This is an optimization exercise on Yosys and OpenROAD, whose aim is small area, a short achievable clock period and few clock cycles per item, not a production implementation. Only simulation tests tie the RTL to the original design; equivalence was not proved. Power figures rest on the tool's default switching activity, not on a simulated workload.

// sat_top
module sat_top (
    input  wire logic        clk,
    input  wire logic        rst_n,
    input  wire logic        req_valid,
    output logic             req_ready,
    input  wire logic [2:0]  req_op,
    input  wire logic [63:0] req_node_iid,
    input  wire logic [7:0]  req_report_status,
    input  wire logic [5:0]  req_entry_index,
    output logic             rsp_valid,
    input  wire logic        rsp_ready,
    output logic [2:0]       rsp_result_code,
    output logic [6:0]       rsp_member_count,
    output logic             rsp_window_open,
    output logic             rsp_admission_done,
    output logic [6:0]       rsp_accepted_total,
    output logic [6:0]       rsp_rejected_total,
    output logic [6:0]       rsp_silent_total,
    output logic             rsp_table_empty,
    output logic [5:0]       rsp_match_index,
    input  wire logic        cfg_valid,
    output logic             cfg_ready,
    input  wire logic [7:0]  cfg_index,
    input  wire logic [15:0] cfg_data
);
Size in the first run: about 5,200 cells after synthesis, ~1,500 flip-flops, roughly 150 I/O pins, about 0.068 mm2 of cells after synthesis.
clock: 5.0 ns
lec_check: 0
cap_margin: 20
core_margin: 2
core_utilization: 55
setup_slack_margin: 2.2
slew_margin: 20
run.sh (not shown) runs the stock make flow with config.mk's settings and CLKGATE_MAP_FILE= SYNTH_SCRIPT=/design/flow/synth_recipe.tcl, a recipe that flattens the netlist after the stock synthesis.
Testbench counts at the start, summed over its fixed seeds: cycles 4,905, items 4,723.
Next try:
Settings changed: CORE_UTILIZATION 55 to 65, SETUP_SLACK_MARGIN 2.2 to 2.0.
After rerunning: Register-to-register slack loses 260 ps; worst setup slack loses 260 ps; worst hold slack gets better by 14 ps; design area came out lower by 1.8%; clock-buffer cell count goes down by 8; utilization goes up by 10 points; global-route usage climbs by 5.8 points; synthesized area stays the same; synthesized cell count stays the same.
Next try:
Settings changed: SETUP_SLACK_MARGIN 2.0 to 2.2.
Effect: Fmax rose by a little under a tenth; first-iteration DRC count rose by a few percent; synthesized area is unchanged; sequential share of layout area goes down by 1.2 points; total power rises by a few percent; worst hold slack gains 32 ps; count of clock-buffer cells in the layout drops by 6; synthesized cell count does not change.

== rev 12 ==
Another version of the RTL of sat_top (not shown whole).
Size: about 150 I/O pins, ~0.069 mm^2 of cells after synthesis.
Design sat_top, start of the top module:
module sat_top (
    input  wire logic        clk,
    input  wire logic        rst_n,
    input  wire logic        req_valid,
    output logic             req_ready,
    input  wire logic [2:0]  req_op,
    input  wire logic [63:0] req_node_iid,
    input  wire logic [7:0]  req_report_status,
    input  wire logic [5:0]  req_entry_index,
    output logic             rsp_valid,
    input  wire logic        rsp_ready,
    output logic [2:0]       rsp_result_code,
    output logic [6:0]       rsp_member_count,
    output logic             rsp_window_open,
    output logic             rsp_admission_done,
    output logic [6:0]       rsp_accepted_total,
    output logic [6:0]       rsp_rejected_total,
    output logic [6:0]       rsp_silent_total,
    output logic             rsp_table_empty,
    output logic [5:0]       rsp_match_index,
    input  wire logic        cfg_valid,
    output logic             cfg_ready,
    input  wire logic [7:0]  cfg_index,
    input  wire logic [15:0] cfg_data
);
make LEC_CHECK=0 CAP_MARGIN=20 CORE_MARGIN=2 CORE_UTILIZATION=55 SETUP_SLACK_MARGIN=1.7 SLEW_MARGIN=20 finish   # period 5.0 ns
Testbench counts of rev 12, summed over its fixed seeds: cycles 4,903, items 4,723.
The inputs of rev 13 differ from those of rev 12 as listed below.
-- flow/config.mk --
<<< rev 12, line 10
export CORE_UTILIZATION = 55
export SETUP_SLACK_MARGIN = 1.7
export SLEW_MARGIN = 20
>>> rev 13, line 10
export CORE_UTILIZATION = 55
export SETUP_SLACK_MARGIN = 2.0
export SLEW_MARGIN = 20
Findings:
- Compared to rev 12, the router laid down more metal wire for rev 13.
- Looking at via count, rev 13 sits 1.4% higher than rev 12 does.
- The non-clock buffer count reported for rev 13 is greater than that of rev 12 by 31.
- In rev 13 relative to rev 12, post-cts repair resize count had gone up by more than half.
- Rev 12 → rev 13: cell area climbed about 1.1%; met1 demand-to-capacity share in global routing has increased.
- Rev 12 has a lower hold slack than rev 13.
- Worst path setup slack after routing, rev 13 and rev 12: smaller value in rev 13
- Number of diodes added for antenna fixing, rev 13 and rev 12: lower on rev 12

==> separate check: timing with driven ports <==
The flow's constraints put no driver on any port. The routed layouts listed below were extracted and timed again, unchanged, in two steps.
Step 1: set_driving_cell puts a clkbuf_16 on clk and a buf_2 on each other input, an assumption about the parent block.
Step 2 adds t to the input delays and takes it off the output delays; t is the mean of the earliest and latest rising clock arrival at the registers after step 1. Input paths then give back, and output paths get back, about the clock's delay inside the block.
a / b / c = ideal / step 1 / step 2; a / b = the first two.
| run | t, ns | setup WS [ns] | hold slack, ns | slew at the worst register clock pin (ns) |
|---|---|---|---|---|
| the first run of note 1 | 0.874 | 1.787 / 1.708 / 1.298 | 0.234 / 0.191 / 0.421 | 0.07 / 0.07 |
| the second run of note 1 | 0.857 | 1.528 / 1.528 / 1.147 | 0.248 / 0.207 / 0.420 | 0.07 / 0.07 |
| the third run of note 1 | 0.853 | 1.777 / 1.698 / 1.314 | 0.280 / 0.225 / 0.436 | 0.07 / 0.07 |
| rev 12 | 0.865 | 1.460 / 1.378 / 0.966 | 0.311 / 0.267 / 0.420 | 0.07 / 0.07 |
| rev 13 | 0.853 | 1.446 / 1.367 / 1.110 | 0.356 / 0.318 / 0.423 | 0.07 / 0.07 |
After both steps every run listed still meets setup and hold. For rev 12, which loses most, drivers alone change the setup slack by -0.082 ns; drivers and shift together by -0.494 ns.
